What follows belongs to an exercise in optimizing a design on an open flow for small area, a short achievable clock period and few clock cycles; a production flow would make more cautious choices. In this exercise RTL edits were held to simulation tests only and were not proved equivalent to the original. Power and IR drop assume default switching activity.

run A:
==> flow/design.v (excerpt) <==
module top_k_candidate_list_unit
(
    input  logic                 aclk,
    input  logic                 aresetn,
    input  logic                 s_tvalid,
    output logic                 s_tready,
    input  logic [S_TDATA_W-1:0] s_tdata,    
    input  logic [S_TUSER_W-1:0] s_tuser,    
    output logic                 m_tvalid,
    input  logic                 m_tready,
    output logic [M_TDATA_W-1:0] m_tdata,    
    output logic [M_TUSER_W-1:0] m_tuser,    
    output logic                 m_tlast
);
Size in the first run: about 1600 cells after synthesis, about 84 I/O pins, ~20000 sq um of cells after synthesis.
export LEC_CHECK = 0
export CAP_MARGIN = 20
export CORE_MARGIN = 2
export CORE_UTILIZATION = 40
export CTS_CLUSTER_DIAMETER = 100
export CTS_CLUSTER_SIZE = 18
export SETUP_SLACK_MARGIN = 3.9
export SLEW_MARGIN = 20
create_clock -name core_clock -period 7.0 [get_ports {aclk}]
run.sh (not shown) runs the stock make flow with config.mk's settings and CLKGATE_MAP_FILE= SYNTH_SCRIPT=/design/flow/synth_recipe.tcl, a recipe that flattens the netlist after the stock synthesis.
Testbench counts of run A, summed over its fixed seeds: cycles 13,741.
Changes in run B relative to run A:
Settings: a change of SETUP_SLACK_MARGIN from 3.9 to 3.7.
==> flow/flow/run.sh (new file) <==
#!/bin/bash
# The standard layout, with plain buffers (buf_1) on the ports in place of the
# delay buffers buffer_ports picks by default; timing repair resizes them where
# needed. Each tool's output goes to a log of its own under orfs/logs, and
# the make output to standard.log.
set -euo pipefail
export BUFFER_PORTS_ARGS="-buffer_cell sky130_fd_sc_hd__buf_1"
bash standard.sh > standard.log 2>&1
==> flow/standard.sh (new file) <==
#!/bin/bash
# synth_recipe.tcl (not shown) runs the flow's synth.tcl, then flattens the netlist and writes it again
# the make line also repeats each setting of config.mk as NAME=value (left out here)
make -C /OpenROAD-flow-scripts/flow DESIGN_CONFIG=/design/flow/config.mk WORK_HOME=/design/flow/orfs CLKGATE_MAP_FILE= SYNTH_SCRIPT=/design/flow/synth_recipe.tcl "${@:-finish}"
removed: flow/run.sh
[summary]
Comparing run A and run B, the higher share of cell area taken by multi-input logic gates is on run B. Relative to run A, run B degrades post-layout worst setup margin. Between run A and run B, the total power draw is lower for run B. Run B vs. run A: fraction of final layout cells with drive strength greater than 1 went down by 14 points, leakage power total fell by 12%, transition time at the pin with the least slew margin up 0.072 ns, hold slack rose 0.031 ns. Run B vs run A, startpoint-to-endpoint class of the critical path: in -> reg vs reg -> out. Compared to run A, run B has met3 demand-to-capacity share in global routing 1.8 points lower. Run B vs run A, combinational cell fraction of total power went down by 2.4 points.
diff inputs: run B => run C
Settings: SETUP_SLACK_MARGIN now 3.9, was 3.7.
Notes after the runs:
Portion of total power attributed to the clock network in run C vs run B: down 0.5 points. Run B → run C: power in combinational cells +about 26%; clock skew now sits lower.
Here is what was changed in the inputs of run D compared with run C.
Settings: changing SETUP_SLACK_MARGIN from 3.9 to 3.8.
==> results.txt <==
- Compare run D and run C | max-slew headroom at the worst pin lower: run D
- As far as fraction of the cycle the final worst path needs is concerned, run C and run D perform about the same.
- Against run C as the reference, run D delivers a higher part of the power in registers.
- NOTE: via count in run D falls short of that of run C


zinc:
Starting RTL as in the previous note.
==> flow/config.mk <==
export PLATFORM = sky130hd
export DESIGN_NAME = top_k_candidate_list_unit
export DESIGN_NICKNAME = top_k_candidate_list_unit
export VERILOG_FILES = /design/flow/design.v
export SDC_FILE = /design/flow/constraint.sdc
export NUM_CORES = 4
export LEC_CHECK = 0
export CAP_MARGIN = 20
export CORE_MARGIN = 2
export CORE_UTILIZATION = 55
export CTS_CLUSTER_DIAMETER = 100
export CTS_CLUSTER_SIZE = 18
export SETUP_SLACK_MARGIN = 3.8
export SLEW_MARGIN = 20
==> flow/constraint.sdc <==
create_clock -name core_clock -period 7.0 [get_ports {aclk}]
set_input_delay 1.4000 -clock core_clock [delete_from_list [all_inputs] [get_ports {aclk}]]
set_output_delay 1.4000 -clock core_clock [all_outputs]
set_load 0.01 [all_outputs]
standard.sh (not shown) runs the stock make flow with config.mk's settings and CLKGATE_MAP_FILE= SYNTH_SCRIPT=/design/flow/synth_recipe.tcl, a recipe that flattens the netlist after the stock synthesis.
==> flow/flow/run.sh <==
#!/bin/bash
# The standard layout, with plain buffers (buf_1) on the ports in place of the
# delay buffers buffer_ports picks by default; timing repair resizes them where
# needed. Each tool's output goes to a log of its own under orfs/logs, and
# the make output to standard.log.
set -euo pipefail
export BUFFER_PORTS_ARGS="-buffer_cell sky130_fd_sc_hd__buf_1"
bash standard.sh > standard.log 2>&1
Both conditions hold for zinc: the flow ran to the end and the final layout passed the timing, DRC and antenna checks.
Testbench counts of zinc, summed over its fixed seeds: cycles 13,741.
The following lists how fjord was set up differently from zinc:
- CTS_CLUSTER_DIAMETER no longer set, was 100
- CORE_UTILIZATION now 40, was 55
- SETUP_SLACK_MARGIN now 3.9, was 3.8
- CTS_CLUSTER_SIZE no longer set, was 18
==> flow/run.sh (new file) <==
#!/bin/bash
# synth_recipe.tcl (not shown) runs the flow's synth.tcl, then flattens the netlist and writes it again
# the make line also repeats each setting of config.mk as NAME=value (left out here)
make -C /OpenROAD-flow-scripts/flow DESIGN_CONFIG=/design/flow/config.mk WORK_HOME=/design/flow/orfs CLKGATE_MAP_FILE= SYNTH_SCRIPT=/design/flow/synth_recipe.tcl finish
removed: flow/flow/run.sh
removed: flow/standard.sh
==> comparison <==
- Having completed the whole flow, fjord delivered a layout that passed the timing, DRC and antenna checks.
- According to the power report, total power for fjord is higher than for zinc.
- The shortest clock period the worst path allows after layout of zinc and that of fjord are within noise of each other.
- Going from zinc to fjord, register area barely changed, layout overhead on the synthesized area grew by 16 points.
[inputs] nickel vs fjord
- CTS_CLUSTER_DIAMETER now 120, previously not set
- SETUP_SLACK_MARGIN now 3.7, was 3.9
- CTS_CLUSTER_SIZE now 24, previously not set
==> results.txt <==
Share of cell area taken by multi-input logic gates sits higher in nickel than in fjord.
Changes observed in nickel relative to fjord: clock skew lower; total net switching power dropped about 20%; cell area after placement about even; number of global-route vias before repair moved down.
sky130_fd_sc_hd__dfxtp_4 as the slowest library cell on the worst path was reported by fjord, and sky130_fd_sc_hd__clkdlybuf4s50_1 by nickel.

[separate check: timing with driven ports]
The results above use ideal ports. As a check the final layouts listed here were re-extracted and re-timed, cells and wires unchanged.
Step 1 (the two cells are an assumption about what drives the block):
set clk [get_ports {aclk}]
set_driving_cell -lib_cell sky130_fd_sc_hd__clkbuf_16 $clk
set_driving_cell -lib_cell sky130_fd_sc_hd__buf_2 [delete_from_list [all_inputs] $clk]
Step 2 adds t to the input delays and takes it off the output delays; t is the mean of the earliest and latest rising clock arrival at the registers after step 1. Input paths then give back, and output paths get back, about the clock's delay inside the block.
a / b / c = no drivers / after step 1 / after step 2; a / b = the first two.
run | shift t [ns] | setup WS [ns] | worst hold slack (ns)
run A | 0.617 | 3.754 / 3.693 / 3.339 | 0.611 / 0.611 / 0.611
run B | 0.623 | 3.709 / 3.704 / 3.110 | 0.642 / 0.642 / 0.642
run C | 0.634 | 3.778 / 3.719 / 3.327 | 0.609 / 0.609 / 0.609
run D | 0.621 | 3.780 / 3.715 / 3.259 | 0.632 / 0.632 / 0.632
zinc | 0.593 | 3.795 / 3.741 / 3.255 | 0.621 / 0.621 / 0.621
fjord | 0.641 | 3.793 / 3.734 / 3.240 | 0.592 / 0.592 / 0.592
nickel | 0.601 | 3.649 / 3.685 / 3.084 | 0.582 / 0.582 / 0.582
After both steps setup and hold are still met in every run listed. For run B, which loses most, drivers alone change the setup slack by -0.005 ns; drivers and shift together by -0.599 ns.
